Source: an optimization exercise on an open RTL-to-GDS flow (aim: small area and a short achievable clock period). Production flows keep margins and buffers that such runs may drop.
Function was checked by simulation only, so behaviour that the tests miss may differ from the original.
Power and IR drop assume default switching activity.

### flow/design.v
`timescale 1ns/1ps
module fc_layer (
    input  logic        clk,
    input  logic        rstn,
    input  logic        r_valid,
    input  logic [31:0] in_data,
    output logic        t_valid,
    output logic [31:0] out_data
);
    logic [3:0] cnt;
    logic       w_first, w_second, w_weight, w_bias;
    assign w_first  = r_valid && (cnt == 4'd2 || cnt == 4'd4 || cnt == 4'd6 || cnt == 4'd8);
    assign w_second = r_valid && (cnt == 4'd3 || cnt == 4'd5 || cnt == 4'd7 || cnt == 4'd9);
    assign w_weight = w_first || w_second;
    assign w_bias   = r_valid && (cnt == 4'd10);
    logic       start0;   
    logic       fin0;     
    logic       sb0;      
    logic [1:0] nid0;     
    always_ff @(posedge clk or negedge rstn) begin
        if (!rstn) begin
            cnt <= '0;
            sb0 <= 1'b0;
        end else begin
            if (r_valid) cnt <= (cnt == 4'd10) ? 4'd0 : cnt + 4'd1;
            sb0 <= w_bias;
        end
    end
    always_ff @(posedge clk) begin
        start0 <= w_first;
        fin0   <= w_second && (cnt != 4'd9);
        nid0   <= cnt[2:1] - 2'd1;
    end
    logic [31:0] feat_a, feat_b, feat_p;
    always_ff @(posedge clk) begin
        if (r_valid && cnt == 4'd0) feat_a <= in_data;
        if (r_valid && cnt == 4'd1) feat_b <= in_data;
        feat_p <= (cnt == 4'd10) ? 32'h0100_0000 : cnt[0] ? feat_b : feat_a;
    end
    logic [3:0] neg0, one0, two0, neg1, one1, two1, neg2, one2, two2, neg3, one3, two3;
    for (genvar k = 0; k < 4; k++) begin : g_enc
        logic [8:0] wx;
        logic [3:0] ng, on, tw;
        logic [3:0] ng_q, on_q, tw_q;
        assign wx = {in_data[8*k +: 8], 1'b0};
        for (genvar m = 0; m < 4; m++) begin : g_dig
            assign ng[m] = wx[2*m+2];
            assign on[m] = wx[2*m+1] ^ wx[2*m];
            assign tw[m] = (wx[2*m+2] & ~wx[2*m+1] & ~wx[2*m]) | (~wx[2*m+2] & wx[2*m+1] & wx[2*m]);
        end
        always_ff @(posedge clk) begin
            ng_q <= ng & {4{r_valid}};
            on_q <= on & {4{r_valid}};
            tw_q <= tw & {4{r_valid}};
        end
    end
    assign {neg0, one0, two0} = {g_enc[0].ng_q, g_enc[0].on_q, g_enc[0].tw_q};
    assign {neg1, one1, two1} = {g_enc[1].ng_q, g_enc[1].on_q, g_enc[1].tw_q};
    assign {neg2, one2, two2} = {g_enc[2].ng_q, g_enc[2].on_q, g_enc[2].tw_q};
    assign {neg3, one3, two3} = {g_enc[3].ng_q, g_enc[3].on_q, g_enc[3].tw_q};
    logic [7:0] bias_b [3];
    assign bias_b[0] = {neg0[3], one0[3] ^ neg0[2], neg0[2], one0[2] ^ neg0[1], neg0[1], one0[1] ^ neg0[0], neg0[0], one0[0]};
    assign bias_b[1] = {neg1[3], one1[3] ^ neg1[2], neg1[2], one1[2] ^ neg1[1], neg1[1], one1[1] ^ neg1[0], neg1[0], one1[0]};
    assign bias_b[2] = {neg2[3], one2[3] ^ neg2[2], neg2[2], one2[2] ^ neg2[1], neg2[1], one2[1] ^ neg2[0], neg2[0], one2[0]};
    logic [7:0] xf0, xf1, xf2, xf3;
    assign {xf3, xf2, xf1, xf0} = feat_p;
    logic [18:0] acc_s, acc_c, acc_sk, acc_ck;
    logic        keep1;
    assign acc_sk = acc_s & {19{keep1}};
    assign acc_ck = acc_c & {19{keep1}};
    wire r0 = ((one0[0] & xf0[0])) ^ neg0[0];
    wire r1 = ((one0[0] & xf0[1]) | (two0[0] & xf0[0])) ^ neg0[0];
    wire r2 = ((one0[0] & xf0[2]) | (two0[0] & xf0[1])) ^ neg0[0];
    wire r3 = ((one0[0] & xf0[3]) | (two0[0] & xf0[2])) ^ neg0[0];
    wire r4 = ((one0[0] & xf0[4]) | (two0[0] & xf0[3])) ^ neg0[0];
    wire r5 = ((one0[0] & xf0[5]) | (two0[0] & xf0[4])) ^ neg0[0];
    wire r6 = ((one0[0] & xf0[6]) | (two0[0] & xf0[5])) ^ neg0[0];
    wire r7 = ((one0[0] & xf0[7]) | (two0[0] & xf0[6])) ^ neg0[0];
    wire r8 = ((one0[0] & xf0[7]) | (two0[0] & xf0[7])) ^ neg0[0];
    wire r9 = ~(((one0[0] & xf0[7]) | (two0[0] & xf0[7])) ^ neg0[0]);
    wire r10 = ((one0[1] & xf0[0])) ^ neg0[1];
    wire r11 = ((one0[1] & xf0[1]) | (two0[1] & xf0[0])) ^ neg0[1];
    wire r12 = ((one0[1] & xf0[2]) | (two0[1] & xf0[1])) ^ neg0[1];
    wire r13 = ((one0[1] & xf0[3]) | (two0[1] & xf0[2])) ^ neg0[1];
    wire r14 = ((one0[1] & xf0[4]) | (two0[1] & xf0[3])) ^ neg0[1];
    wire r15 = ((one0[1] & xf0[5]) | (two0[1] & xf0[4])) ^ neg0[1];
    wire r16 = ((one0[1] & xf0[6]) | (two0[1] & xf0[5])) ^ neg0[1];
    wire r17 = ((one0[1] & xf0[7]) | (two0[1] & xf0[6])) ^ neg0[1];
    wire r18 = ((one0[1] & xf0[7]) | (two0[1] & xf0[7])) ^ neg0[1];
    wire r19 = ~(((one0[1] & xf0[7]) | (two0[1] & xf0[7])) ^ neg0[1]);
    wire r20 = ((one0[2] & xf0[0])) ^ neg0[2];
    wire r21 = ((one0[2] & xf0[1]) | (two0[2] & xf0[0])) ^ neg0[2];
    wire r22 = ((one0[2] & xf0[2]) | (two0[2] & xf0[1])) ^ neg0[2];
    wire r23 = ((one0[2] & xf0[3]) | (two0[2] & xf0[2])) ^ neg0[2];
    wire r24 = ((one0[2] & xf0[4]) | (two0[2] & xf0[3])) ^ neg0[2];
    wire r25 = ((one0[2] & xf0[5]) | (two0[2] & xf0[4])) ^ neg0[2];
    wire r26 = ((one0[2] & xf0[6]) | (two0[2] & xf0[5])) ^ neg0[2];
    wire r27 = ((one0[2] & xf0[7]) | (two0[2] & xf0[6])) ^ neg0[2];
    wire r28 = ((one0[2] & xf0[7]) | (two0[2] & xf0[7])) ^ neg0[2];
    wire r29 = ~(((one0[2] & xf0[7]) | (two0[2] & xf0[7])) ^ neg0[2]);
    wire r30 = ((one0[3] & xf0[0])) ^ neg0[3];
    wire r31 = ((one0[3] & xf0[1]) | (two0[3] & xf0[0])) ^ neg0[3];
    wire r32 = ((one0[3] & xf0[2]) | (two0[3] & xf0[1])) ^ neg0[3];
    wire r33 = ((one0[3] & xf0[3]) | (two0[3] & xf0[2])) ^ neg0[3];
    wire r34 = ((one0[3] & xf0[4]) | (two0[3] & xf0[3])) ^ neg0[3];
    wire r35 = ((one0[3] & xf0[5]) | (two0[3] & xf0[4])) ^ neg0[3];
    wire r36 = ((one0[3] & xf0[6]) | (two0[3] & xf0[5])) ^ neg0[3];
    wire r37 = ((one0[3] & xf0[7]) | (two0[3] & xf0[6])) ^ neg0[3];
    wire r38 = ((one0[3] & xf0[7]) | (two0[3] & xf0[7])) ^ neg0[3];
    wire r39 = ~(((one0[3] & xf0[7]) | (two0[3] & xf0[7])) ^ neg0[3]);
    wire r40 = ((one1[0] & xf1[0])) ^ neg1[0];
    wire r41 = ((one1[0] & xf1[1]) | (two1[0] & xf1[0])) ^ neg1[0];
    wire r42 = ((one1[0] & xf1[2]) | (two1[0] & xf1[1])) ^ neg1[0];
    wire r43 = ((one1[0] & xf1[3]) | (two1[0] & xf1[2])) ^ neg1[0];
    wire r44 = ((one1[0] & xf1[4]) | (two1[0] & xf1[3])) ^ neg1[0];
    wire r45 = ((one1[0] & xf1[5]) | (two1[0] & xf1[4])) ^ neg1[0];
    wire r46 = ((one1[0] & xf1[6]) | (two1[0] & xf1[5])) ^ neg1[0];
    wire r47 = ((one1[0] & xf1[7]) | (two1[0] & xf1[6])) ^ neg1[0];
    wire r48 = ((one1[0] & xf1[7]) | (two1[0] & xf1[7])) ^ neg1[0];
    wire r49 = ~(((one1[0] & xf1[7]) | (two1[0] & xf1[7])) ^ neg1[0]);
    wire r50 = ((one1[1] & xf1[0])) ^ neg1[1];
    wire r51 = ((one1[1] & xf1[1]) | (two1[1] & xf1[0])) ^ neg1[1];
    wire r52 = ((one1[1] & xf1[2]) | (two1[1] & xf1[1])) ^ neg1[1];
    wire r53 = ((one1[1] & xf1[3]) | (two1[1] & xf1[2])) ^ neg1[1];
    wire r54 = ((one1[1] & xf1[4]) | (two1[1] & xf1[3])) ^ neg1[1];
    wire r55 = ((one1[1] & xf1[5]) | (two1[1] & xf1[4])) ^ neg1[1];
    wire r56 = ((one1[1] & xf1[6]) | (two1[1] & xf1[5])) ^ neg1[1];
    wire r57 = ((one1[1] & xf1[7]) | (two1[1] & xf1[6])) ^ neg1[1];
    wire r58 = ((one1[1] & xf1[7]) | (two1[1] & xf1[7])) ^ neg1[1];
    wire r59 = ~(((one1[1] & xf1[7]) | (two1[1] & xf1[7])) ^ neg1[1]);
    wire r60 = ((one1[2] & xf1[0])) ^ neg1[2];
    wire r61 = ((one1[2] & xf1[1]) | (two1[2] & xf1[0])) ^ neg1[2];
    wire r62 = ((one1[2] & xf1[2]) | (two1[2] & xf1[1])) ^ neg1[2];
    wire r63 = ((one1[2] & xf1[3]) | (two1[2] & xf1[2])) ^ neg1[2];
    wire r64 = ((one1[2] & xf1[4]) | (two1[2] & xf1[3])) ^ neg1[2];
    wire r65 = ((one1[2] & xf1[5]) | (two1[2] & xf1[4])) ^ neg1[2];
    wire r66 = ((one1[2] & xf1[6]) | (two1[2] & xf1[5])) ^ neg1[2];
    wire r67 = ((one1[2] & xf1[7]) | (two1[2] & xf1[6])) ^ neg1[2];
    wire r68 = ((one1[2] & xf1[7]) | (two1[2] & xf1[7])) ^ neg1[2];
    wire r69 = ~(((one1[2] & xf1[7]) | (two1[2] & xf1[7])) ^ neg1[2]);
    wire r70 = ((one1[3] & xf1[0])) ^ neg1[3];
    wire r71 = ((one1[3] & xf1[1]) | (two1[3] & xf1[0])) ^ neg1[3];
    wire r72 = ((one1[3] & xf1[2]) | (two1[3] & xf1[1])) ^ neg1[3];
    wire r73 = ((one1[3] & xf1[3]) | (two1[3] & xf1[2])) ^ neg1[3];
    wire r74 = ((one1[3] & xf1[4]) | (two1[3] & xf1[3])) ^ neg1[3];
    wire r75 = ((one1[3] & xf1[5]) | (two1[3] & xf1[4])) ^ neg1[3];
    wire r76 = ((one1[3] & xf1[6]) | (two1[3] & xf1[5])) ^ neg1[3];
    wire r77 = ((one1[3] & xf1[7]) | (two1[3] & xf1[6])) ^ neg1[3];
    wire r78 = ((one1[3] & xf1[7]) | (two1[3] & xf1[7])) ^ neg1[3];
    wire r79 = ~(((one1[3] & xf1[7]) | (two1[3] & xf1[7])) ^ neg1[3]);
    wire r80 = ((one2[0] & xf2[0])) ^ neg2[0];
    wire r81 = ((one2[0] & xf2[1]) | (two2[0] & xf2[0])) ^ neg2[0];
    wire r82 = ((one2[0] & xf2[2]) | (two2[0] & xf2[1])) ^ neg2[0];
    wire r83 = ((one2[0] & xf2[3]) | (two2[0] & xf2[2])) ^ neg2[0];
    wire r84 = ((one2[0] & xf2[4]) | (two2[0] & xf2[3])) ^ neg2[0];
    wire r85 = ((one2[0] & xf2[5]) | (two2[0] & xf2[4])) ^ neg2[0];
    wire r86 = ((one2[0] & xf2[6]) | (two2[0] & xf2[5])) ^ neg2[0];
    wire r87 = ((one2[0] & xf2[7]) | (two2[0] & xf2[6])) ^ neg2[0];
    wire r88 = ((one2[0] & xf2[7]) | (two2[0] & xf2[7])) ^ neg2[0];
    wire r89 = ~(((one2[0] & xf2[7]) | (two2[0] & xf2[7])) ^ neg2[0]);
    wire r90 = ((one2[1] & xf2[0])) ^ neg2[1];
    wire r91 = ((one2[1] & xf2[1]) | (two2[1] & xf2[0])) ^ neg2[1];
    wire r92 = ((one2[1] & xf2[2]) | (two2[1] & xf2[1])) ^ neg2[1];
    wire r93 = ((one2[1] & xf2[3]) | (two2[1] & xf2[2])) ^ neg2[1];
    wire r94 = ((one2[1] & xf2[4]) | (two2[1] & xf2[3])) ^ neg2[1];
    wire r95 = ((one2[1] & xf2[5]) | (two2[1] & xf2[4])) ^ neg2[1];
    wire r96 = ((one2[1] & xf2[6]) | (two2[1] & xf2[5])) ^ neg2[1];
    wire r97 = ((one2[1] & xf2[7]) | (two2[1] & xf2[6])) ^ neg2[1];
    wire r98 = ((one2[1] & xf2[7]) | (two2[1] & xf2[7])) ^ neg2[1];
    wire r99 = ~(((one2[1] & xf2[7]) | (two2[1] & xf2[7])) ^ neg2[1]);
    wire r100 = ((one2[2] & xf2[0])) ^ neg2[2];
    wire r101 = ((one2[2] & xf2[1]) | (two2[2] & xf2[0])) ^ neg2[2];
    wire r102 = ((one2[2] & xf2[2]) | (two2[2] & xf2[1])) ^ neg2[2];
    wire r103 = ((one2[2] & xf2[3]) | (two2[2] & xf2[2])) ^ neg2[2];
    wire r104 = ((one2[2] & xf2[4]) | (two2[2] & xf2[3])) ^ neg2[2];
    wire r105 = ((one2[2] & xf2[5]) | (two2[2] & xf2[4])) ^ neg2[2];
    wire r106 = ((one2[2] & xf2[6]) | (two2[2] & xf2[5])) ^ neg2[2];
    wire r107 = ((one2[2] & xf2[7]) | (two2[2] & xf2[6])) ^ neg2[2];
    wire r108 = ((one2[2] & xf2[7]) | (two2[2] & xf2[7])) ^ neg2[2];
    wire r109 = ~(((one2[2] & xf2[7]) | (two2[2] & xf2[7])) ^ neg2[2]);
    wire r110 = ((one2[3] & xf2[0])) ^ neg2[3];
    wire r111 = ((one2[3] & xf2[1]) | (two2[3] & xf2[0])) ^ neg2[3];
    wire r112 = ((one2[3] & xf2[2]) | (two2[3] & xf2[1])) ^ neg2[3];
    wire r113 = ((one2[3] & xf2[3]) | (two2[3] & xf2[2])) ^ neg2[3];
    wire r114 = ((one2[3] & xf2[4]) | (two2[3] & xf2[3])) ^ neg2[3];
    wire r115 = ((one2[3] & xf2[5]) | (two2[3] & xf2[4])) ^ neg2[3];
    wire r116 = ((one2[3] & xf2[6]) | (two2[3] & xf2[5])) ^ neg2[3];
    wire r117 = ((one2[3] & xf2[7]) | (two2[3] & xf2[6])) ^ neg2[3];
    wire r118 = ((one2[3] & xf2[7]) | (two2[3] & xf2[7])) ^ neg2[3];
    wire r119 = ~(((one2[3] & xf2[7]) | (two2[3] & xf2[7])) ^ neg2[3]);
    wire r120 = ((one3[0] & xf3[0])) ^ neg3[0];
    wire r121 = ((one3[0] & xf3[1]) | (two3[0] & xf3[0])) ^ neg3[0];
    wire r122 = ((one3[0] & xf3[2]) | (two3[0] & xf3[1])) ^ neg3[0];
    wire r123 = ((one3[0] & xf3[3]) | (two3[0] & xf3[2])) ^ neg3[0];
    wire r124 = ((one3[0] & xf3[4]) | (two3[0] & xf3[3])) ^ neg3[0];
    wire r125 = ((one3[0] & xf3[5]) | (two3[0] & xf3[4])) ^ neg3[0];
    wire r126 = ((one3[0] & xf3[6]) | (two3[0] & xf3[5])) ^ neg3[0];
    wire r127 = ((one3[0] & xf3[7]) | (two3[0] & xf3[6])) ^ neg3[0];
    wire r128 = ((one3[0] & xf3[7]) | (two3[0] & xf3[7])) ^ neg3[0];
    wire r129 = ~(((one3[0] & xf3[7]) | (two3[0] & xf3[7])) ^ neg3[0]);
    wire r130 = ((one3[1] & xf3[0])) ^ neg3[1];
    wire r131 = ((one3[1] & xf3[1]) | (two3[1] & xf3[0])) ^ neg3[1];
    wire r132 = ((one3[1] & xf3[2]) | (two3[1] & xf3[1])) ^ neg3[1];
    wire r133 = ((one3[1] & xf3[3]) | (two3[1] & xf3[2])) ^ neg3[1];
    wire r134 = ((one3[1] & xf3[4]) | (two3[1] & xf3[3])) ^ neg3[1];
    wire r135 = ((one3[1] & xf3[5]) | (two3[1] & xf3[4])) ^ neg3[1];
    wire r136 = ((one3[1] & xf3[6]) | (two3[1] & xf3[5])) ^ neg3[1];
    wire r137 = ((one3[1] & xf3[7]) | (two3[1] & xf3[6])) ^ neg3[1];
    wire r138 = ((one3[1] & xf3[7]) | (two3[1] & xf3[7])) ^ neg3[1];
    wire r139 = ~(((one3[1] & xf3[7]) | (two3[1] & xf3[7])) ^ neg3[1]);
    wire r140 = ((one3[2] & xf3[0])) ^ neg3[2];
    wire r141 = ((one3[2] & xf3[1]) | (two3[2] & xf3[0])) ^ neg3[2];
    wire r142 = ((one3[2] & xf3[2]) | (two3[2] & xf3[1])) ^ neg3[2];
    wire r143 = ((one3[2] & xf3[3]) | (two3[2] & xf3[2])) ^ neg3[2];
    wire r144 = ((one3[2] & xf3[4]) | (two3[2] & xf3[3])) ^ neg3[2];
    wire r145 = ((one3[2] & xf3[5]) | (two3[2] & xf3[4])) ^ neg3[2];
    wire r146 = ((one3[2] & xf3[6]) | (two3[2] & xf3[5])) ^ neg3[2];
    wire r147 = ((one3[2] & xf3[7]) | (two3[2] & xf3[6])) ^ neg3[2];
    wire r148 = ((one3[2] & xf3[7]) | (two3[2] & xf3[7])) ^ neg3[2];
    wire r149 = ~(((one3[2] & xf3[7]) | (two3[2] & xf3[7])) ^ neg3[2]);
    wire r150 = ((one3[3] & xf3[0])) ^ neg3[3];
    wire r151 = ((one3[3] & xf3[1]) | (two3[3] & xf3[0])) ^ neg3[3];
    wire r152 = ((one3[3] & xf3[2]) | (two3[3] & xf3[1])) ^ neg3[3];
    wire r153 = ((one3[3] & xf3[3]) | (two3[3] & xf3[2])) ^ neg3[3];
    wire r154 = ((one3[3] & xf3[4]) | (two3[3] & xf3[3])) ^ neg3[3];
    wire r155 = ((one3[3] & xf3[5]) | (two3[3] & xf3[4])) ^ neg3[3];
    wire r156 = ((one3[3] & xf3[6]) | (two3[3] & xf3[5])) ^ neg3[3];
    wire r157 = ((one3[3] & xf3[7]) | (two3[3] & xf3[6])) ^ neg3[3];
    wire r158 = ((one3[3] & xf3[7]) | (two3[3] & xf3[7])) ^ neg3[3];
    wire r159 = ~(((one3[3] & xf3[7]) | (two3[3] & xf3[7])) ^ neg3[3]);
    wire x160 = neg0[0] ^ neg1[0];
    wire s161 = x160 ^ neg2[0];
    wire c162 = (neg0[0] & neg1[0]) | (neg2[0] & x160);
    wire x163 = neg0[1] ^ neg1[1];
    wire s164 = x163 ^ neg2[1];
    wire c165 = (neg0[1] & neg1[1]) | (neg2[1] & x163);
    wire x166 = neg3[1] ^ r2;
    wire s167 = x166 ^ r10;
    wire c168 = (neg3[1] & r2) | (r10 & x166);
    wire x169 = r42 ^ r50;
    wire s170 = x169 ^ r82;
    wire c171 = (r42 & r50) | (r82 & x169);
    wire x172 = c165 ^ r3;
    wire s173 = x172 ^ r11;
    wire c174 = (c165 & r3) | (r11 & x172);
    wire x175 = r43 ^ r51;
    wire s176 = x175 ^ r83;
    wire c177 = (r43 & r51) | (r83 & x175);
    wire s178 = r91 ^ r123;
    wire c179 = r91 & r123;
    wire x180 = neg0[2] ^ neg1[2];
    wire s181 = x180 ^ neg2[2];
    wire c182 = (neg0[2] & neg1[2]) | (neg2[2] & x180);
    wire x183 = neg3[2] ^ r4;
    wire s184 = x183 ^ r12;
    wire c185 = (neg3[2] & r4) | (r12 & x183);
    wire x186 = r20 ^ r44;
    wire s187 = x186 ^ r52;
    wire c188 = (r20 & r44) | (r52 & x186);
    wire x189 = r60 ^ r84;
    wire s190 = x189 ^ r92;
    wire c191 = (r60 & r84) | (r92 & x189);
    wire x192 = r100 ^ r124;
    wire s193 = x192 ^ r132;
    wire c194 = (r100 & r124) | (r132 & x192);
    wire x195 = r140 ^ s181;
    wire s196 = x195 ^ c179;
    wire c197 = (r140 & s181) | (c179 & x195);
    wire s198 = c174 ^ c177;
    wire c199 = c174 & c177;
    wire x200 = c182 ^ r5;
    wire s201 = x200 ^ r13;
    wire c202 = (c182 & r5) | (r13 & x200);
    wire x203 = r21 ^ r45;
    wire s204 = x203 ^ r53;
    wire c205 = (r21 & r45) | (r53 & x203);
    wire x206 = r61 ^ r85;
    wire s207 = x206 ^ r93;
    wire c208 = (r61 & r85) | (r93 & x206);
    wire x209 = r101 ^ r125;
    wire s210 = x209 ^ r133;
    wire c211 = (r101 & r125) | (r133 & x209);
    wire x212 = r141 ^ c185;
    wire s213 = x212 ^ c188;
    wire c214 = (r141 & c185) | (c188 & x212);
    wire x215 = c191 ^ c194;
    wire s216 = x215 ^ s201;
    wire c217 = (c191 & c194) | (s201 & x215);
    wire s218 = s204 ^ s207;
    wire c219 = s204 & s207;
    wire x220 = neg0[3] ^ neg1[3];
    wire s221 = x220 ^ neg2[3];
    wire c222 = (neg0[3] & neg1[3]) | (neg2[3] & x220);
    wire x223 = neg3[3] ^ r6;
    wire s224 = x223 ^ r14;
    wire c225 = (neg3[3] & r6) | (r14 & x223);
    wire x226 = r22 ^ r30;
    wire s227 = x226 ^ r46;
    wire c228 = (r22 & r30) | (r46 & x226);
    wire x229 = r54 ^ r62;
    wire s230 = x229 ^ r70;
    wire c231 = (r54 & r62) | (r70 & x229);
    wire x232 = r86 ^ r94;
    wire s233 = x232 ^ r102;
    wire c234 = (r86 & r94) | (r102 & x232);
    wire x235 = r110 ^ r126;
    wire s236 = x235 ^ r134;
    wire c237 = (r110 & r126) | (r134 & x235);
    wire x238 = r142 ^ r150;
    wire s239 = x238 ^ s221;
    wire c240 = (r142 & r150) | (s221 & x238);
    wire x241 = c202 ^ c205;
    wire s242 = x241 ^ c208;
    wire c243 = (c202 & c205) | (c208 & x241);
    wire x244 = c211 ^ s224;
    wire s245 = x244 ^ s227;
    wire c246 = (c211 & s224) | (s227 & x244);
    wire x247 = s230 ^ s233;
    wire s248 = x247 ^ s236;
    wire c249 = (s230 & s233) | (s236 & x247);
    wire s250 = s239 ^ c219;
    wire c251 = s239 & c219;
    wire x252 = c222 ^ r7;
    wire s253 = x252 ^ r15;
    wire c254 = (c222 & r7) | (r15 & x252);
    wire x255 = r23 ^ r31;
    wire s256 = x255 ^ r47;
    wire c257 = (r23 & r31) | (r47 & x255);
    wire x258 = r55 ^ r63;
    wire s259 = x258 ^ r71;
    wire c260 = (r55 & r63) | (r71 & x258);
    wire x261 = r87 ^ r95;
    wire s262 = x261 ^ r103;
    wire c263 = (r87 & r95) | (r103 & x261);
    wire x264 = r111 ^ r127;
    wire s265 = x264 ^ r135;
    wire c266 = (r111 & r127) | (r135 & x264);
    wire x267 = r143 ^ r151;
    wire s268 = x267 ^ c225;
    wire c269 = (r143 & r151) | (c225 & x267);
    wire x270 = c228 ^ c231;
    wire s271 = x270 ^ c234;
    wire c272 = (c228 & c231) | (c234 & x270);
    wire x273 = c237 ^ c240;
    wire s274 = x273 ^ s253;
    wire c275 = (c237 & c240) | (s253 & x273);
    wire x276 = s256 ^ s259;
    wire s277 = x276 ^ s262;
    wire c278 = (s256 & s259) | (s262 & x276);
    wire x279 = s265 ^ c243;
    wire s280 = x279 ^ c246;
    wire c281 = (s265 & c243) | (c246 & x279);
    wire s282 = c249 ^ s268;
    wire c283 = c249 & s268;
    wire x284 = r8 ^ r16;
    wire s285 = x284 ^ r24;
    wire c286 = (r8 & r16) | (r24 & x284);
    wire x287 = r32 ^ r48;
    wire s288 = x287 ^ r56;
    wire c289 = (r32 & r48) | (r56 & x287);
    wire x290 = r64 ^ r72;
    wire s291 = x290 ^ r88;
    wire c292 = (r64 & r72) | (r88 & x290);
    wire x293 = r96 ^ r104;
    wire s294 = x293 ^ r112;
    wire c295 = (r96 & r104) | (r112 & x293);
    wire x296 = r128 ^ r136;
    wire s297 = x296 ^ r144;
    wire c298 = (r128 & r136) | (r144 & x296);
    wire x299 = r152 ^ c254;
    wire s300 = x299 ^ c257;
    wire c301 = (r152 & c254) | (c257 & x299);
    wire x302 = c260 ^ c263;
    wire s303 = x302 ^ c266;
    wire c304 = (c260 & c263) | (c266 & x302);
    wire x305 = s285 ^ s288;
    wire s306 = x305 ^ s291;
    wire c307 = (s285 & s288) | (s291 & x305);
    wire x308 = s294 ^ s297;
    wire s309 = x308 ^ c269;
    wire c310 = (s294 & s297) | (c269 & x308);
    wire x311 = c272 ^ c275;
    wire s312 = x311 ^ c278;
    wire c313 = (c272 & c275) | (c278 & x311);
    wire s314 = s300 ^ s303;
    wire c315 = s300 & s303;
    wire x316 = r9 ^ r17;
    wire s317 = x316 ^ r25;
    wire c318 = (r9 & r17) | (r25 & x316);
    wire x319 = r33 ^ r49;
    wire s320 = x319 ^ r57;
    wire c321 = (r33 & r49) | (r57 & x319);
    wire x322 = r65 ^ r73;
    wire s323 = x322 ^ r89;
    wire c324 = (r65 & r73) | (r89 & x322);
    wire x325 = r97 ^ r105;
    wire s326 = x325 ^ r113;
    wire c327 = (r97 & r105) | (r113 & x325);
    wire x328 = r129 ^ r137;
    wire s329 = x328 ^ r145;
    wire c330 = (r129 & r137) | (r145 & x328);
    wire x331 = r153 ^ c286;
    wire s332 = x331 ^ c289;
    wire c333 = (r153 & c286) | (c289 & x331);
    wire x334 = c292 ^ c295;
    wire s335 = x334 ^ c298;
    wire c336 = (c292 & c295) | (c298 & x334);
    wire x337 = s317 ^ s320;
    wire s338 = x337 ^ s323;
    wire c339 = (s317 & s320) | (s323 & x337);
    wire x340 = s326 ^ s329;
    wire s341 = x340 ^ c301;
    wire c342 = (s326 & s329) | (c301 & x340);
    wire x343 = c304 ^ c307;
    wire s344 = x343 ^ s332;
    wire c345 = (c304 & c307) | (s332 & x343);
    wire s346 = s335 ^ s338;
    wire c347 = s335 & s338;
    wire x348 = r18 ^ r26;
    wire s349 = x348 ^ r34;
    wire c350 = (r18 & r26) | (r34 & x348);
    wire x351 = r58 ^ r66;
    wire s352 = x351 ^ r74;
    wire c353 = (r58 & r66) | (r74 & x351);
    wire x354 = r98 ^ r106;
    wire s355 = x354 ^ r114;
    wire c356 = (r98 & r106) | (r114 & x354);
    wire x357 = r138 ^ r146;
    wire s358 = x357 ^ r154;
    wire c359 = (r138 & r146) | (r154 & x357);
    wire x360 = c318 ^ c321;
    wire s361 = x360 ^ c324;
    wire c362 = (c318 & c321) | (c324 & x360);
    wire x363 = c327 ^ c330;
    wire s364 = x363 ^ s349;
    wire c365 = (c327 & c330) | (s349 & x363);
    wire x366 = s352 ^ s355;
    wire s367 = x366 ^ s358;
    wire c368 = (s352 & s355) | (s358 & x366);
    wire x369 = c333 ^ c336;
    wire s370 = x369 ^ c339;
    wire c371 = (c333 & c336) | (c339 & x369);
    wire s372 = s361 ^ s364;
    wire c373 = s361 & s364;
    wire x374 = 1'b1 ^ r19;
    wire s375 = x374 ^ r27;
    wire c376 = (1'b1 & r19) | (r27 & x374);
    wire x377 = r35 ^ r59;
    wire s378 = x377 ^ r67;
    wire c379 = (r35 & r59) | (r67 & x377);
    wire x380 = r75 ^ r99;
    wire s381 = x380 ^ r107;
    wire c382 = (r75 & r99) | (r107 & x380);
    wire x383 = r115 ^ r139;
    wire s384 = x383 ^ r147;
    wire c385 = (r115 & r139) | (r147 & x383);
    wire x386 = r155 ^ c350;
    wire s387 = x386 ^ c353;
    wire c388 = (r155 & c350) | (c353 & x386);
    wire x389 = c356 ^ c359;
    wire s390 = x389 ^ s375;
    wire c391 = (c356 & c359) | (s375 & x389);
    wire x392 = s378 ^ s381;
    wire s393 = x392 ^ s384;
    wire c394 = (s378 & s381) | (s384 & x392);
    wire x395 = c362 ^ c365;
    wire s396 = x395 ^ c368;
    wire c397 = (c362 & c365) | (c368 & x395);
    wire x398 = 1'b1 ^ r28;
    wire s399 = x398 ^ r36;
    wire c400 = (1'b1 & r28) | (r36 & x398);
    wire x401 = r68 ^ r76;
    wire s402 = x401 ^ r108;
    wire c403 = (r68 & r76) | (r108 & x401);
    wire x404 = r116 ^ r148;
    wire s405 = x404 ^ r156;
    wire c406 = (r116 & r148) | (r156 & x404);
    wire x407 = c376 ^ c379;
    wire s408 = x407 ^ c382;
    wire c409 = (c376 & c379) | (c382 & x407);
    wire x410 = c385 ^ s399;
    wire s411 = x410 ^ s402;
    wire c412 = (c385 & s399) | (s402 & x410);
    wire s413 = s405 ^ c388;
    wire c414 = s405 & c388;
    wire x415 = r29 ^ r37;
    wire s416 = x415 ^ r69;
    wire c417 = (r29 & r37) | (r69 & x415);
    wire x418 = r77 ^ r109;
    wire s419 = x418 ^ r117;
    wire c420 = (r77 & r109) | (r117 & x418);
    wire x421 = r149 ^ r157;
    wire s422 = x421 ^ c400;
    wire c423 = (r149 & r157) | (c400 & x421);
    wire x424 = c403 ^ c406;
    wire s425 = x424 ^ s416;
    wire c426 = (c403 & c406) | (s416 & x424);
    wire x427 = 1'b1 ^ r38;
    wire s428 = x427 ^ r78;
    wire c429 = (1'b1 & r38) | (r78 & x427);
    wire s430 = r118 ^ r158;
    wire c431 = r118 & r158;
    logic pa0_0, pa0_1, pa0_2, pa0_3, pa0_4, pa0_5, pa1_0, pa1_1, pa1_2, pa1_3, pa1_4, pa2_0, pa2_1, pa2_2, pa2_3, pa2_4, pa2_5, pa3_0, pa3_1, pa3_2, pa3_3, pa3_4, pa3_5, pa4_0, pa4_1, pa4_2, pa4_3, pa4_4, pa4_5, pa5_0, pa5_1, pa5_2, pa5_3, pa5_4, pa5_5, pa6_0, pa6_1, pa6_2, pa6_3, pa6_4, pa6_5, pa7_0, pa7_1, pa7_2, pa7_3, pa7_4, pa7_5, pa8_0, pa8_1, pa8_2, pa8_3, pa8_4, pa8_5, pa9_0, pa9_1, pa9_2, pa9_3, pa9_4, pa9_5, pa10_0, pa10_1, pa10_2, pa10_3, pa10_4, pa10_5, pa11_0, pa11_1, pa11_2, pa11_3, pa11_4, pa11_5, pa12_0, pa12_1, pa12_2, pa12_3, pa12_4, pa12_5, pa13_0, pa13_1, pa13_2, pa13_3, pa13_4, pa13_5, pa14_0, pa14_1, pa14_2, pa14_3, pa14_4, pa14_5, pa15_0, pa15_1, pa15_2, pa15_3, pa15_4, pa15_5;
    always_ff @(posedge clk) begin
        pa0_0 <= neg3[0];
        pa0_1 <= r0;
        pa0_2 <= r40;
        pa0_3 <= r80;
        pa0_4 <= r120;
        pa0_5 <= s161;
        pa1_0 <= r1;
        pa1_1 <= r41;
        pa1_2 <= r81;
        pa1_3 <= r121;
        pa1_4 <= c162;
        pa2_0 <= r90;
        pa2_1 <= r122;
        pa2_2 <= r130;
        pa2_3 <= s164;
        pa2_4 <= s167;
        pa2_5 <= s170;
        pa3_0 <= r131;
        pa3_1 <= c168;
        pa3_2 <= c171;
        pa3_3 <= s173;
        pa3_4 <= s176;
        pa3_5 <= s178;
        pa4_0 <= s184;
        pa4_1 <= s187;
        pa4_2 <= s190;
        pa4_3 <= s193;
        pa4_4 <= s196;
        pa4_5 <= s198;
        pa5_0 <= s210;
        pa5_1 <= c197;
        pa5_2 <= c199;
        pa5_3 <= s213;
        pa5_4 <= s216;
        pa5_5 <= s218;
        pa6_0 <= c214;
        pa6_1 <= c217;
        pa6_2 <= s242;
        pa6_3 <= s245;
        pa6_4 <= s248;
        pa6_5 <= s250;
        pa7_0 <= s271;
        pa7_1 <= c251;
        pa7_2 <= s274;
        pa7_3 <= s277;
        pa7_4 <= s280;
        pa7_5 <= s282;
        pa8_0 <= s306;
        pa8_1 <= c283;
        pa8_2 <= c281;
        pa8_3 <= s309;
        pa8_4 <= s312;
        pa8_5 <= s314;
        pa9_0 <= c315;
        pa9_1 <= c310;
        pa9_2 <= c313;
        pa9_3 <= s341;
        pa9_4 <= s344;
        pa9_5 <= s346;
        pa10_0 <= s367;
        pa10_1 <= c347;
        pa10_2 <= c342;
        pa10_3 <= c345;
        pa10_4 <= s370;
        pa10_5 <= s372;
        pa11_0 <= s387;
        pa11_1 <= s390;
        pa11_2 <= s393;
        pa11_3 <= c373;
        pa11_4 <= c371;
        pa11_5 <= s396;
        pa12_0 <= c391;
        pa12_1 <= c394;
        pa12_2 <= s408;
        pa12_3 <= s411;
        pa12_4 <= c397;
        pa12_5 <= s413;
        pa13_0 <= s419;
        pa13_1 <= c409;
        pa13_2 <= c412;
        pa13_3 <= s422;
        pa13_4 <= c414;
        pa13_5 <= s425;
        pa14_0 <= c417;
        pa14_1 <= c420;
        pa14_2 <= s428;
        pa14_3 <= c423;
        pa14_4 <= c426;
        pa14_5 <= s430;
        pa15_0 <= r39;
        pa15_1 <= r79;
        pa15_2 <= r119;
        pa15_3 <= r159;
        pa15_4 <= c429;
        pa15_5 <= c431;
    end
    wire x432 = pa0_0 ^ pa0_1;
    wire s433 = x432 ^ pa0_2;
    wire c434 = (pa0_0 & pa0_1) | (pa0_2 & x432);
    wire x435 = pa0_3 ^ pa0_4;
    wire s436 = x435 ^ pa0_5;
    wire c437 = (pa0_3 & pa0_4) | (pa0_5 & x435);
    wire x438 = acc_sk[0] ^ acc_ck[0];
    wire s439 = x438 ^ s433;
    wire c440 = (acc_sk[0] & acc_ck[0]) | (s433 & x438);
    wire x441 = pa1_0 ^ pa1_1;
    wire s442 = x441 ^ pa1_2;
    wire c443 = (pa1_0 & pa1_1) | (pa1_2 & x441);
    wire x444 = pa1_3 ^ pa1_4;
    wire s445 = x444 ^ acc_sk[1];
    wire c446 = (pa1_3 & pa1_4) | (acc_sk[1] & x444);
    wire x447 = acc_ck[1] ^ c434;
    wire s448 = x447 ^ c437;
    wire c449 = (acc_ck[1] & c434) | (c437 & x447);
    wire x450 = s442 ^ s445;
    wire s451 = x450 ^ c440;
    wire c452 = (s442 & s445) | (c440 & x450);
    wire x453 = pa2_0 ^ pa2_1;
    wire s454 = x453 ^ pa2_2;
    wire c455 = (pa2_0 & pa2_1) | (pa2_2 & x453);
    wire x456 = pa2_3 ^ pa2_4;
    wire s457 = x456 ^ pa2_5;
    wire c458 = (pa2_3 & pa2_4) | (pa2_5 & x456);
    wire x459 = acc_sk[2] ^ acc_ck[2];
    wire s460 = x459 ^ c443;
    wire c461 = (acc_sk[2] & acc_ck[2]) | (c443 & x459);
    wire x462 = s454 ^ s457;
    wire s463 = x462 ^ c446;
    wire c464 = (s454 & s457) | (c446 & x462);
    wire x465 = c449 ^ s460;
    wire s466 = x465 ^ s463;
    wire c467 = (c449 & s460) | (s463 & x465);
    wire x468 = pa3_0 ^ pa3_1;
    wire s469 = x468 ^ pa3_2;
    wire c470 = (pa3_0 & pa3_1) | (pa3_2 & x468);
    wire x471 = pa3_3 ^ pa3_4;
    wire s472 = x471 ^ pa3_5;
    wire c473 = (pa3_3 & pa3_4) | (pa3_5 & x471);
    wire x474 = acc_sk[3] ^ acc_ck[3];
    wire s475 = x474 ^ c455;
    wire c476 = (acc_sk[3] & acc_ck[3]) | (c455 & x474);
    wire x477 = c458 ^ s469;
    wire s478 = x477 ^ s472;
    wire c479 = (c458 & s469) | (s472 & x477);
    wire x480 = c461 ^ s475;
    wire s481 = x480 ^ s478;
    wire c482 = (c461 & s475) | (s478 & x480);
    wire s483 = c464 ^ s481;
    wire c484 = c464 & s481;
    wire x485 = pa4_0 ^ pa4_1;
    wire s486 = x485 ^ pa4_2;
    wire c487 = (pa4_0 & pa4_1) | (pa4_2 & x485);
    wire x488 = pa4_3 ^ pa4_4;
    wire s489 = x488 ^ pa4_5;
    wire c490 = (pa4_3 & pa4_4) | (pa4_5 & x488);
    wire x491 = acc_sk[4] ^ acc_ck[4];
    wire s492 = x491 ^ c470;
    wire c493 = (acc_sk[4] & acc_ck[4]) | (c470 & x491);
    wire x494 = c473 ^ s486;
    wire s495 = x494 ^ s489;
    wire c496 = (c473 & s486) | (s489 & x494);
    wire x497 = c476 ^ c479;
    wire s498 = x497 ^ s492;
    wire c499 = (c476 & c479) | (s492 & x497);
    wire x500 = s495 ^ c482;
    wire s501 = x500 ^ s498;
    wire c502 = (s495 & c482) | (s498 & x500);
    wire x503 = pa5_0 ^ pa5_1;
    wire s504 = x503 ^ pa5_2;
    wire c505 = (pa5_0 & pa5_1) | (pa5_2 & x503);
    wire x506 = pa5_3 ^ pa5_4;
    wire s507 = x506 ^ pa5_5;
    wire c508 = (pa5_3 & pa5_4) | (pa5_5 & x506);
    wire x509 = acc_sk[5] ^ acc_ck[5];
    wire s510 = x509 ^ c487;
    wire c511 = (acc_sk[5] & acc_ck[5]) | (c487 & x509);
    wire x512 = c490 ^ s504;
    wire s513 = x512 ^ s507;
    wire c514 = (c490 & s504) | (s507 & x512);
    wire x515 = c493 ^ c496;
    wire s516 = x515 ^ s510;
    wire c517 = (c493 & c496) | (s510 & x515);
    wire x518 = s513 ^ c499;
    wire s519 = x518 ^ s516;
    wire c520 = (s513 & c499) | (s516 & x518);
    wire x521 = pa6_0 ^ pa6_1;
    wire s522 = x521 ^ pa6_2;
    wire c523 = (pa6_0 & pa6_1) | (pa6_2 & x521);
    wire x524 = pa6_3 ^ pa6_4;
    wire s525 = x524 ^ pa6_5;
    wire c526 = (pa6_3 & pa6_4) | (pa6_5 & x524);
    wire x527 = acc_sk[6] ^ acc_ck[6];
    wire s528 = x527 ^ c505;
    wire c529 = (acc_sk[6] & acc_ck[6]) | (c505 & x527);
    wire x530 = c508 ^ s522;
    wire s531 = x530 ^ s525;
    wire c532 = (c508 & s522) | (s525 & x530);
    wire x533 = c511 ^ c514;
    wire s534 = x533 ^ s528;
    wire c535 = (c511 & c514) | (s528 & x533);
    wire x536 = s531 ^ c517;
    wire s537 = x536 ^ s534;
    wire c538 = (s531 & c517) | (s534 & x536);
    wire x539 = pa7_0 ^ pa7_1;
    wire s540 = x539 ^ pa7_2;
    wire c541 = (pa7_0 & pa7_1) | (pa7_2 & x539);
    wire x542 = pa7_3 ^ pa7_4;
    wire s543 = x542 ^ pa7_5;
    wire c544 = (pa7_3 & pa7_4) | (pa7_5 & x542);
    wire x545 = acc_sk[7] ^ acc_ck[7];
    wire s546 = x545 ^ c523;
    wire c547 = (acc_sk[7] & acc_ck[7]) | (c523 & x545);
    wire x548 = c526 ^ s540;
    wire s549 = x548 ^ s543;
    wire c550 = (c526 & s540) | (s543 & x548);
    wire x551 = c529 ^ c532;
    wire s552 = x551 ^ s546;
    wire c553 = (c529 & c532) | (s546 & x551);
    wire x554 = s549 ^ c535;
    wire s555 = x554 ^ s552;
    wire c556 = (s549 & c535) | (s552 & x554);
    wire x557 = pa8_0 ^ pa8_1;
    wire s558 = x557 ^ pa8_2;
    wire c559 = (pa8_0 & pa8_1) | (pa8_2 & x557);
    wire x560 = pa8_3 ^ pa8_4;
    wire s561 = x560 ^ pa8_5;
    wire c562 = (pa8_3 & pa8_4) | (pa8_5 & x560);
    wire x563 = acc_sk[8] ^ acc_ck[8];
    wire s564 = x563 ^ c541;
    wire c565 = (acc_sk[8] & acc_ck[8]) | (c541 & x563);
    wire x566 = c544 ^ s558;
    wire s567 = x566 ^ s561;
    wire c568 = (c544 & s558) | (s561 & x566);
    wire x569 = c547 ^ c550;
    wire s570 = x569 ^ s564;
    wire c571 = (c547 & c550) | (s564 & x569);
    wire x572 = s567 ^ c553;
    wire s573 = x572 ^ s570;
    wire c574 = (s567 & c553) | (s570 & x572);
    wire x575 = pa9_0 ^ pa9_1;
    wire s576 = x575 ^ pa9_2;
    wire c577 = (pa9_0 & pa9_1) | (pa9_2 & x575);
    wire x578 = pa9_3 ^ pa9_4;
    wire s579 = x578 ^ pa9_5;
    wire c580 = (pa9_3 & pa9_4) | (pa9_5 & x578);
    wire x581 = acc_sk[9] ^ acc_ck[9];
    wire s582 = x581 ^ c559;
    wire c583 = (acc_sk[9] & acc_ck[9]) | (c559 & x581);
    wire x584 = c562 ^ s576;
    wire s585 = x584 ^ s579;
    wire c586 = (c562 & s576) | (s579 & x584);
    wire x587 = c565 ^ c568;
    wire s588 = x587 ^ s582;
    wire c589 = (c565 & c568) | (s582 & x587);
    wire x590 = s585 ^ c571;
    wire s591 = x590 ^ s588;
    wire c592 = (s585 & c571) | (s588 & x590);
    wire x593 = pa10_0 ^ pa10_1;
    wire s594 = x593 ^ pa10_2;
    wire c595 = (pa10_0 & pa10_1) | (pa10_2 & x593);
    wire x596 = pa10_3 ^ pa10_4;
    wire s597 = x596 ^ pa10_5;
    wire c598 = (pa10_3 & pa10_4) | (pa10_5 & x596);
    wire x599 = acc_sk[10] ^ acc_ck[10];
    wire s600 = x599 ^ c577;
    wire c601 = (acc_sk[10] & acc_ck[10]) | (c577 & x599);
    wire x602 = c580 ^ s594;
    wire s603 = x602 ^ s597;
    wire c604 = (c580 & s594) | (s597 & x602);
    wire x605 = c583 ^ c586;
    wire s606 = x605 ^ s600;
    wire c607 = (c583 & c586) | (s600 & x605);
    wire x608 = s603 ^ c589;
    wire s609 = x608 ^ s606;
    wire c610 = (s603 & c589) | (s606 & x608);
    wire x611 = pa11_0 ^ pa11_1;
    wire s612 = x611 ^ pa11_2;
    wire c613 = (pa11_0 & pa11_1) | (pa11_2 & x611);
    wire x614 = pa11_3 ^ pa11_4;
    wire s615 = x614 ^ pa11_5;
    wire c616 = (pa11_3 & pa11_4) | (pa11_5 & x614);
    wire x617 = acc_sk[11] ^ acc_ck[11];
    wire s618 = x617 ^ c595;
    wire c619 = (acc_sk[11] & acc_ck[11]) | (c595 & x617);
    wire x620 = c598 ^ s612;
    wire s621 = x620 ^ s615;
    wire c622 = (c598 & s612) | (s615 & x620);
    wire x623 = c601 ^ c604;
    wire s624 = x623 ^ s618;
    wire c625 = (c601 & c604) | (s618 & x623);
    wire x626 = s621 ^ c607;
    wire s627 = x626 ^ s624;
    wire c628 = (s621 & c607) | (s624 & x626);
    wire x629 = pa12_0 ^ pa12_1;
    wire s630 = x629 ^ pa12_2;
    wire c631 = (pa12_0 & pa12_1) | (pa12_2 & x629);
    wire x632 = pa12_3 ^ pa12_4;
    wire s633 = x632 ^ pa12_5;
    wire c634 = (pa12_3 & pa12_4) | (pa12_5 & x632);
    wire x635 = acc_sk[12] ^ acc_ck[12];
    wire s636 = x635 ^ c613;
    wire c637 = (acc_sk[12] & acc_ck[12]) | (c613 & x635);
    wire x638 = c616 ^ s630;
    wire s639 = x638 ^ s633;
    wire c640 = (c616 & s630) | (s633 & x638);
    wire x641 = c619 ^ c622;
    wire s642 = x641 ^ s636;
    wire c643 = (c619 & c622) | (s636 & x641);
    wire x644 = s639 ^ c625;
    wire s645 = x644 ^ s642;
    wire c646 = (s639 & c625) | (s642 & x644);
    wire x647 = pa13_0 ^ pa13_1;
    wire s648 = x647 ^ pa13_2;
    wire c649 = (pa13_0 & pa13_1) | (pa13_2 & x647);
    wire x650 = pa13_3 ^ pa13_4;
    wire s651 = x650 ^ pa13_5;
    wire c652 = (pa13_3 & pa13_4) | (pa13_5 & x650);
    wire x653 = acc_sk[13] ^ acc_ck[13];
    wire s654 = x653 ^ c631;
    wire c655 = (acc_sk[13] & acc_ck[13]) | (c631 & x653);
    wire x656 = c634 ^ s648;
    wire s657 = x656 ^ s651;
    wire c658 = (c634 & s648) | (s651 & x656);
    wire x659 = c637 ^ c640;
    wire s660 = x659 ^ s654;
    wire c661 = (c637 & c640) | (s654 & x659);
    wire x662 = s657 ^ c643;
    wire s663 = x662 ^ s660;
    wire c664 = (s657 & c643) | (s660 & x662);
    wire x665 = pa14_0 ^ pa14_1;
    wire s666 = x665 ^ pa14_2;
    wire c667 = (pa14_0 & pa14_1) | (pa14_2 & x665);
    wire x668 = pa14_3 ^ pa14_4;
    wire s669 = x668 ^ pa14_5;
    wire c670 = (pa14_3 & pa14_4) | (pa14_5 & x668);
    wire x671 = acc_sk[14] ^ acc_ck[14];
    wire s672 = x671 ^ c649;
    wire c673 = (acc_sk[14] & acc_ck[14]) | (c649 & x671);
    wire x674 = c652 ^ s666;
    wire s675 = x674 ^ s669;
    wire c676 = (c652 & s666) | (s669 & x674);
    wire x677 = c655 ^ c658;
    wire s678 = x677 ^ s672;
    wire c679 = (c655 & c658) | (s672 & x677);
    wire x680 = s675 ^ c661;
    wire s681 = x680 ^ s678;
    wire c682 = (s675 & c661) | (s678 & x680);
    wire x683 = pa15_0 ^ pa15_1;
    wire s684 = x683 ^ pa15_2;
    wire c685 = (pa15_0 & pa15_1) | (pa15_2 & x683);
    wire x686 = pa15_3 ^ pa15_4;
    wire s687 = x686 ^ pa15_5;
    wire c688 = (pa15_3 & pa15_4) | (pa15_5 & x686);
    wire x689 = acc_sk[15] ^ acc_ck[15];
    wire s690 = x689 ^ c667;
    wire c691 = (acc_sk[15] & acc_ck[15]) | (c667 & x689);
    wire x692 = c670 ^ s684;
    wire s693 = x692 ^ s687;
    wire c694 = (c670 & s684) | (s687 & x692);
    wire x695 = c673 ^ c676;
    wire s696 = x695 ^ s690;
    wire c697 = (c673 & c676) | (s690 & x695);
    wire x698 = s693 ^ c679;
    wire s699 = x698 ^ s696;
    wire c700 = (s693 & c679) | (s696 & x698);
    wire x701 = 1'b1 ^ acc_sk[16];
    wire s702 = x701 ^ acc_ck[16];
    wire c703 = (1'b1 & acc_sk[16]) | (acc_ck[16] & x701);
    wire x704 = c685 ^ c688;
    wire s705 = x704 ^ s702;
    wire c706 = (c685 & c688) | (s702 & x704);
    wire x707 = c691 ^ c694;
    wire s708 = x707 ^ s705;
    wire c709 = (c691 & c694) | (s705 & x707);
    wire s710 = c697 ^ s708;
    wire c711 = c697 & s708;
    wire x712 = acc_sk[17] ^ acc_ck[17];
    wire s713 = x712 ^ c703;
    wire c714 = (acc_sk[17] & acc_ck[17]) | (c703 & x712);
    wire x715 = c706 ^ s713;
    wire s716 = x715 ^ c709;
    wire c717 = (c706 & s713) | (c709 & x715);
    wire x718 = 1'b1 ^ acc_sk[18];
    wire s719 = x718 ^ acc_ck[18];
    wire s720 = s719 ^ c714;
    always_ff @(posedge clk) begin
        acc_s <= {c717, c711, c700, c682, c664, c646, c628, c610, c592, c574, c556, c538, c520, c502, c484, c467, c452, s448, s436};
        acc_c <= {s720, s716, s710, s699, s681, s663, s645, s627, s609, s591, s573, s555, s537, s519, s501, s483, s466, s451, s439};
    end
    logic       fin1, sb1, fin2, sb2;
    logic [1:0] nid1, nid2;
    always_ff @(posedge clk or negedge rstn) begin
        if (!rstn) begin
            sb1     <= 1'b0;
            sb2     <= 1'b0;
        end else begin
            sb1     <= sb0;
            sb2     <= sb1;
        end
    end
    always_ff @(posedge clk) begin
        t_valid <= sb2;
        keep1 <= !start0;
        fin1  <= fin0;
        nid1  <= nid0;
        fin2  <= fin1;
        nid2  <= nid1;
    end
    logic [18:0] tot;
    assign tot = acc_s + acc_c;
    logic signed [10:0] tot_hi;
    assign tot_hi = tot[18:8];
    logic signed [10:0] held_h [3];
    logic [7:0]         held_l [3];
    always_ff @(posedge clk) begin
        for (int j = 0; j < 3; j++) begin
            if (fin2 && nid2 == 2'(j)) begin
                held_h[j] <= tot_hi;
                held_l[j] <= tot[7:0];
            end
        end
    end
    function automatic logic [7:0] sat(input logic signed [11:0] z);
        if (z > 12'sd127) sat = 8'h7f;
        else if (z < -12'sd128) sat = 8'h80;
        else sat = z[7:0];
    endfunction
    logic [7:0] res [3];
    logic [2:0] bias_co, bias_neg;
    for (genvar j = 0; j < 3; j++) begin : g_fin
        logic [8:0] lo_sum;
        logic [7:0] u;
        logic       at_top, at_bot;
        assign u      = sat({held_h[j][10], held_h[j]});
        assign at_top = (held_h[j] > 11'sd126) || (held_h[j] < -11'sd128);
        assign at_bot = (held_h[j] > 11'sd127) || (held_h[j] < -11'sd127);
        assign lo_sum = {1'b0, held_l[j]} + {1'b0, bias_b[j]};
        always_ff @(posedge clk) begin
            if (sb0) begin
                bias_co[j]  <= lo_sum[8];
                bias_neg[j] <= bias_b[j][7];
            end
        end
        assign res[j] = (bias_co[j] && !bias_neg[j] && !at_top) ? u + 8'd1 :
                        (!bias_co[j] && bias_neg[j] && !at_bot) ? u - 8'd1 : u;
    end
    always_ff @(posedge clk) begin
        for (int j = 0; j < 3; j++)
            out_data[31-8*j -: 8] <= res[j];
        out_data[7:0] <= (tot_hi > 11'sd127) ? 8'h7f : (tot_hi < -11'sd128) ? 8'h80 : tot_hi[7:0];
    end
endmodule
### flow/flow/run.sh
#!/bin/bash
# Standard layout, with strong buffers on the ports, sizing free to change a
# cell's footprint, and timing repair aiming 5.35 ns past the 8 ns clock. The
# make output goes to flow_make.log here; each ORFS step keeps its own log
# under orfs/logs.
set -euo pipefail
bash standard.sh \
    BUFFER_PORTS_ARGS="-buffer_cell sky130_fd_sc_hd__buf_4" \
    MATCH_CELL_FOOTPRINT=0 \
    SETUP_SLACK_MARGIN=5.35 \
    finish > flow_make.log 2>&1
### flow/standard.sh
#!/bin/bash
# synth_recipe.tcl (not shown) runs the flow's synth.tcl, then flattens the netlist and writes it again
# the make line also repeats each setting of config.mk as NAME=value (left out here)
make -C /OpenROAD-flow-scripts/flow DESIGN_CONFIG=/design/flow/config.mk WORK_HOME=/design/flow/orfs CLKGATE_MAP_FILE= SYNTH_SCRIPT=/design/flow/synth_recipe.tcl "${@:-finish}"
### flow/config.mk
export PLATFORM = sky130hd
export DESIGN_NAME = fc_layer
export DESIGN_NICKNAME = fc_layer
export VERILOG_FILES = /design/flow/design.v
export SDC_FILE = /design/flow/constraint.sdc
export NUM_CORES = 4
export LEC_CHECK = 0
export CAP_MARGIN = 20
export CORE_MARGIN = 2
export CORE_UTILIZATION = 65
export CTS_CLUSTER_DIAMETER = 100
export CTS_CLUSTER_SIZE = 20
export SLEW_MARGIN = 20
### flow/constraint.sdc
create_clock -name core_clock -period 8.0 [get_ports {clk}]
set_input_delay 1.6000 -clock core_clock [delete_from_list [all_inputs] [get_ports {clk}]]
set_output_delay 1.6000 -clock core_clock [all_outputs]
set_load 0.01 [all_outputs]
==> results of run 1 <==
[per-stage QoR]
step	instance area, µm²	hold slack [ns]	power, mW
after floorplan	20300	0.310	7.15
after global placement	20900	0.313	8.69
after detailed placement	20900	0.317	9.05
after CTS	21700	0.336	10.4
after global routing	21800	0.340	11.5
final	21800	0.333	10.6
[sequential cells by signal, indices dropped and copies added (netlist names), 2 cells and up]
register / cells
nid2: 2
out_data: 32
held_l: 24
acc_s: 19
feat_b: 32
g_enc.on_q: 16
bias_co: 3
feat_a: 32
cnt: 4
nid0: 2
nid1: 2
g_enc.ng_q: 16
bias_neg: 3
acc_c: 19
feat_p: 32
held_h: 33
g_enc.tw_q: 16
[cell families (layout without fill, tap and decap cells)]
kind of cell	count (synthesis)	count (layout)	synth area share
buffers and inverters	288	297	0.0545
AOI/OAI and AO/OA	300	300	0.0971
adders and majority gates	237	237	0.211
DFF	391	391	0.451
muxes	35	35	0.0173
xor gates and xnor gates	195	195	0.0848
and+or+nand+nor	344	345	0.0834
[power by group through the flow]
| stage | Combinational, mW | Sequential, mW | Clock [mW] |
|---|---|---|---|
| global placement | 5.22 | 3.48 | 0 |
| CTS | 5.79 | 3.45 | 1.20 |
| floorplan | 3.91 | 3.24 | 0 |
| detailed placement | 5.55 | 3.50 | 0 |
| global route | 6.70 | 3.54 | 1.28 |
| finish | 5.92 | 3.46 | 1.18 |
[path summary, 6_finish.rpt]
kind                                to  slack (ns)  cells after the start
max in group asynchronous       cnt[0]        7.00                      1
min reg2reg                    nid1[1]        0.33                      0
max reg2reg                out_data[2]        5.37                     10
min                            nid1[1]        0.33                      0
min in group asynchronous          sb1        0.86                      1
max                        out_data[2]        5.37                     10
[cell type report]
class                      count  area, µm²  area share
multi-input combinational   1112      10200       0.466
sequential                   391       9180       0.420
timing repair buffer          81        683      0.0313
inverter                     177        668      0.0306
clock buffer                  36        624      0.0286
tap                          396        495      0.0227
clock inverter                 2       20.0    0.000917
timing repair inverter         1       5.00    0.000229
[metal layers]
| metal | GRT usage | share of wire | vias up | wire [µm] |
|---|---|---|---|---|
| met2 | 0.461 | 0.48 | 461 | 21500 |
| li1 | - | - | 5935 | - |
| met1 | 0.391 | 0.42 | 6272 | 18800 |
| met5 | 0 | 0 | - | 0 |
| met3 | 0.0354 | 0.064 | 86 | 2900 |
| met4 | 0.100 | 0.039 | 0 | 1750 |
[cell usage in the layout (no fill, tap or decap), types with 5 or more instances in the layout]
cell       Yosys  final
a21o_1         7      7
a21oi_1       63     62
a22oi_1      114    114
a31oi_1       16     16
and2_1        27     27
and3_1         6      5
buf_12         0      6
buf_4          0     75
clkbuf_1      97     13
clkbuf_16      0     23
dfrtp_1        7      6
dfxtp_1      257    229
dfxtp_2        0     26
edfxtp_1     127    127
fa_1         175    175
ha_1          62     62
inv_1        174    174
mux2i_1       35     35
nand2_1      103    102
nand2b_1       9      8
nand3_1       20     20
nand3b_1       7      7
nand4_1        5      5
nor2_1       102    100
nor2b_1       11     11
nor3_1        15     13
o211ai_1       5      5
o21ai_0       52     48
o21ai_1        7     11
o31ai_1        8      8
or3_1          5      5
or3b_2         5      5
xnor2_1      140    136
xor2_1        54     49
xor2_2         1      5
[worst reg2reg max path: stages (launching register included)]
cell and delay (ns):
dfxtp_1 0.33, ha_1 0.32, a211oi_2 0.30, o211ai_1 0.14, buf_4 0.17, a31oi_1 0.35
o221ai_2 0.21, xor2_4 0.19, buf_12 0.16, o31ai_1 0.26, a21oi_1 0.11
[timing repair]
action,CTS,global route
cloned,1,1
pin swaps,2,4
setup buffers,5,3
resized for setup,25,33
setup endpoints to repair,76,70
==> run notes, run 1 <==
Hold Crit Start nid0[1]; DR vias 12800; clk sinks 391; Syn Inst Count 1790; Synth top cells by count dfxtp_1, fa_1, inv_1, xnor2_1, edfxtp_1; Synthesized Nets roughly 2100; Routed WL ~45 mm; cell chain of the critical path ha_1, a211oi_2, o211ai_1, buf_4, a31oi_1, o221ai_2, xor2_4, buf_12, o31ai_1, a21oi_1; per-cell routed wire length 20.5 µm; distinct cell type count after synthesis 74; pin count of the biggest net entering global routing 43; crit start category flip-flop; endpoints failing setup 0; Max Cap Viol 0; post-detailed-route DRC marker count 0; clock slew at reported path FFs 0.08 ns; first-pass GRT wire length 71.1 mm; Rows 64; die width 180 µm; initial antenna violation count 0; Clk network pwr share 0.111; Filler cells between 2000 and 2500; Area Overhead vs Synth 7.95%; H-tree depth 1; Ant. Diodes 0; DR vias/cell 5.81; IR drop worst, VDD about 370 µV; hold crit path type flip-flop to flip-flop; #FFs+latches synth 391; run status timing/DRC/antenna clean; Rel. slew slack 0.333; combinational share of power 0.561; crit path time final ~2.6 ns; sequential area share after synthesis 0.451; Top delay family on crit path compound AO/OA/AOI/OAI gates; CTS root buf clkbuf_16; most common cell in the netlist dfxtp_1; Worst-Margin Slew approximately 1 ns; origin of the critical flop-to-flop path acc_s[1]; Core ar. between 30000 and 40000 µm²; internal power 6.01 mW; Worst-Skew Late Latency 0.55 ns; total CTS buffers 23; Initial Util 0.661; GRT Overall Usage 0.281; placed cells ~2100; Synth top area share 0.254; Max Fclk 380 MHz; EDFF count, synth 127; final slew viol count 0; CP startpoint acc_s[1]; DIE HEIGHT 180 µm; Syn Area/Cell 11.3 µm²; CP peak stage delay 0.35 ns; I/O Buffers 67; layout cells sized above 1 0.101; Fin. Hold Viols 0; Worst Path Buf+Inv 2; Sw Ratio 0.431; Hold Buf Count CTS 0; CTS tree done; RePlAce Congestion slightly below 1; Yosys top cell by area dfxtp_1; RSZ-0062 raised after global routing no; vias in the first global route 12800; Post-synth top flop dfxtp_1; top post-synthesis cells by area dfxtp_1, edfxtp_1, fa_1, xnor2_1, a22oi_1; DPL Wire Length 34.4 mm; Worst Path Required 8.44 ns; CP max FO 15; Crit. End Element flip-flop; P_sw about 4.6 mW; fin crit share 0.329; Max Root-Sink Buffers 3; TritonRoute pass-1 iters 5; YS warnings 5; Leak 8.87 nW; DR iter-0 viols 1035; Final ANT Viol Nets 0; Flop pwr share 0.328; nets 2059; I/O pin count 68; FFs w/ async S/R, synth 0.0179; Setup Skew between 0.015 and 0.02 ns; worst setup margin 5.37 ns; final core occ 0.714; die area approximately 33000 µm²; pre-CTS setup slack ~4.5 ns; crit path DAT ~3 ns; Slowest-stage cell, CP a31oi_1; TNS Setup 0 ns; post-route insts no fill 2196; critical path class flip-flop to flip-flop; Power Density 483 nW/µm²; synthesized cell area 20200 µm²; gr ovfl total 0
==> run 2: changes to the inputs <==
==> flow/flow/run.sh (replaced) <==
#!/bin/bash
# Standard layout, with strong buffers on the ports, sizing free to change a
# cell's footprint, and timing repair aiming 5.4 ns past the 8 ns clock. The
# make output goes to flow_make.log here; each ORFS step keeps its own log
# under orfs/logs.
set -euo pipefail
bash standard.sh \
    BUFFER_PORTS_ARGS="-buffer_cell sky130_fd_sc_hd__buf_4" \
    MATCH_CELL_FOOTPRINT=0 \
    SETUP_SLACK_MARGIN=5.4 \
    finish > flow_make.log 2>&1
==> run 2 against run 1 <==
  * Worst hold slack got worse by 0.011 ns
  * Combinational power rose by 0.8%
  * Sequential power is 1% higher
  * Critical path type is now flip-flop to primary output
  * Synthesized cell count stayed put
  * Routed wire length shrank 0.12%
  * Area after synthesis is the same
  * Sequential cell count unchanged
  * Total power is 0.73% higher
  * Still clean on timing, DRC and antenna
==> run notes, run 2 <==
Synthesized Nets 2062 (unchanged); Reg2Reg Depth 6 (was 10); Post-synth top flop dfxtp_1 (unchanged); Area Overhead vs Synth 9.42% (was 7.95%); Worst-Margin Slew 1.03 ns (was 1.00 ns); met3 usage 0.0507 (was 0.0354); top post-synthesis cells by area dfxtp_1, edfxtp_1, fa_1, xnor2_1, a22oi_1 (unchanged); CP max FO 1 (was 15); Synth top area share 0.254 (unchanged); Top delay family on crit path flip-flops (was compound AO/OA/AOI/OAI gates); Power Density 481 nW/µm² (was 483 nW/µm²); FFs w/ async S/R, synth 0.0179 (unchanged); DR vias 12600 (was 12800); fin crit share 0.323 (was 0.329); first-pass GRT wire length 70.1 mm (was 71.1 mm); Crit. End Element primary output (was flip-flop); Compound-Gate Fraction of Synth Area 0.0971 (unchanged); Top Usage Layer GRT met2 (unchanged); Max Fclk 386 MHz (was 380 MHz); DIE HEIGHT 180 µm (unchanged); Syn Inst Count 1790 (unchanged); Adder-Cell Fraction of Synth Area 0.211 (unchanged); most common cell in the netlist dfxtp_1 (unchanged); I/O pin count 68 (unchanged); max reg flops 33 (unchanged); die width 180 µm (unchanged); vias in the first global route 12700 (was 12800); Placement Cell Area 20900 µm² (about the same); GR Util met1 0.379 (was 0.391); most frequent cells in the layout dfxtp_1, fa_1, inv_1 (unchanged); RSZ-0062 raised after global routing yes (was no); Filler cells 2174 (was 2198); Synth top cells by count dfxtp_1, fa_1, inv_1, xnor2_1, edfxtp_1 (unchanged); endpoints failing setup 0 (unchanged); Max Cap Viol 0 (unchanged); Ant. Diodes 0 (unchanged); gr ovfl total 0 (unchanged); #FFs+latches synth 391 (unchanged); crit start category flip-flop (unchanged); run status timing/DRC/antenna clean (unchanged); Syn Area/Cell 11.3 µm² (unchanged); CP peak stage delay 0.33 ns (was 0.35 ns); Routed WL 45.0 mm (about the same); H-tree depth 1 (unchanged); Rel. slew slack 0.315 (was 0.333); IR drop worst, VDD 393 µV (was 372 µV); Core ar. 30600 µm² (unchanged); critical path class flip-flop to primary output (was flip-flop to flip-flop); crit path to out_data[24] (was out_data[2]); Worst-Skew Late Latency 0.55 ns (about the same); Synth Area in Simple Gates 0.0834 (unchanged); RePlAce Congestion 0.965 (was 0.969); Stages on worst setup path 1 (was 10); storage element area 9230 µm² (was 9180 µm²); layout cells sized above 1 0.126 (was 0.101); YS warnings 5 (unchanged); R2R Setup Slk 5.44 ns (was 5.37 ns); clk sinks 391 (unchanged); GRT Overall Usage 0.278 (was 0.281); Worst Hold Depth 0 (unchanged); Yosys top cell by area dfxtp_1 (unchanged); XOR/XNOR Fraction of Synth Area 0.0848 (unchanged); CTS tree done (unchanged); DR iter-0 viols 987 (was 1035); Worst Path Buf+Inv 1 (was 2); Finished Cell Area 22100 µm² (was 21800 µm²); I/O Buffers 67 (unchanged); origin of the critical flop-to-flop path g_enc[0].tw_q[2] (was acc_s[1]); commonest non-fill, non-tap cell in the layout dfxtp_1 (unchanged); hold crit path type flip-flop to flip-flop (unchanged); post-detailed-route DRC marker count 0 (unchanged); crit path DAT 0.99 ns (was 3.07 ns); Largest Register held_h (unchanged); nets 2065 (was 2059); final slew viol count 0 (unchanged); Leak 8.96 nW (was 8.87 nW); EDFF count, synth 127 (unchanged); per-cell routed wire length 20.4 µm (was 20.5 µm); Worst Path Required 6.40 ns (was 8.44 ns); final core occ 0.724 (was 0.714); clock slew at reported path FFs 0.09 ns (was 0.08 ns); Max Root-Sink Buffers 3 (unchanged); post-synthesis mux area share 0.0173 (unchanged); initial antenna violation count 0 (unchanged); DR vias/cell 5.73 (was 5.81); synthesized cell area 20200 µm² (unchanged); area occupied by multi-input gates 10200 µm² (about the same); Initial Util 0.661 (unchanged); worst r2r dst pa11_5 (was out_data[2]); Slowest-stage cell, CP dfxtp_2 (was a31oi_1); CTS root buf clkbuf_16 (unchanged); DPL Wire Length 34.5 mm (was 34.4 mm); Setup Skew 0.0234 ns (was 0.0191 ns); Fin. Hold Viols 0 (unchanged); largest family of logic cells by synthesized area adder cells (unchanged); sequential area share after synthesis 0.451 (unchanged); TNS Setup 0 ns (unchanged); Final ANT Viol Nets 0 (unchanged); die area 32600 µm² (unchanged); distinct cell type count after synthesis 74 (unchanged); TritonRoute pass-1 iters 5 (unchanged); pin count of the biggest net entering global routing 43 (unchanged); cell chain of the critical path buf_6 (was ha_1, a211oi_2, o211ai_1, buf_4, a31oi_1, o221ai_2, xor2_4, buf_12, o31ai_1, a21oi_1); CP startpoint out_data[24] (was acc_s[1]); crit path time final 2.59 ns (was 2.63 ns); placed cells 2149 (was 2148); post-route insts no fill 2201 (was 2196); met2 usage 0.449 (was 0.461); total CTS buffers 23 (unchanged); Rows 64 (unchanged)
-- run 2: cell type report --
type / instances / area share
timing repair buffer: 87 / 0.0396
tap: 396 / 0.0224
multi-input combinational: 1112 / 0.462
clock buffer: 35 / 0.0280
inverter: 177 / 0.0303
clock inverter: 2 / 0.000904
timing repair inverter: 1 / 0.000226
sequential: 391 / 0.417
-- run 2: cell families (layout without fill, tap and decap cells) --
family | count (synthesis) | in the layout
simple gates | 344 | 345
buf+inv | 288 | 302
fa+ha+maj | 237 | 237
mux | 35 | 35
xor+xnor | 195 | 195
compound gates | 300 | 300
flops | 391 | 391
-- run 2: layer usage --
layer,vias to the layer above,part of all wire
li1,5935,-
met1,6144,0.42
met2,445,0.47
met3,93,0.068
met4,0,0.041
met5,-,0
-- run 2: through the flow --
step	hold slack, ns	power [mW]	setup WS, ns
2_1_floorplan	0.310	7.15	5.06
3_3_place_gp	0.313	8.68	4.55
3_5_place_dp	0.312	8.96	4.49
4_1_cts	0.321	10.5	5.37
5_1_grt	0.336	11.6	5.34
6_report	0.321	10.6	5.41
-- run 2: report_power, final --
part / internal (mW) / switching [mW] / total [mW]
logic: 2.54 / 3.42 / 5.97
registers: 2.98 / 0.518 / 3.50
clock network: 0.540 / 0.630 / 1.17
-- run 2: repair_timing --
action / CTS / global route
gates cloned: 1 / 2
setup endpoints to repair: 112 / 113
hold buffers: 0 / 0
resized for setup: 76 / 70
buffers inserted: 9 / 3
endpoints found under the hold margin: 0 / 0
pin swaps: 4 / 11
-- run 2: worst min-delay path by stage --
| stage | from | endpoint |
|---|---|---|
| 6_report | nid0[1] | nid1[1] |
| 5_1_grt | nid0[1] | nid1[1] |
| 4_1_cts | nid0[1] | nid1[1] |
| 3_5_place_dp | nid1[0] | nid2[0] |
| 3_3_place_gp | nid0[1] | nid1[1] |
| 2_1_floorplan | fin0 | fin1 |
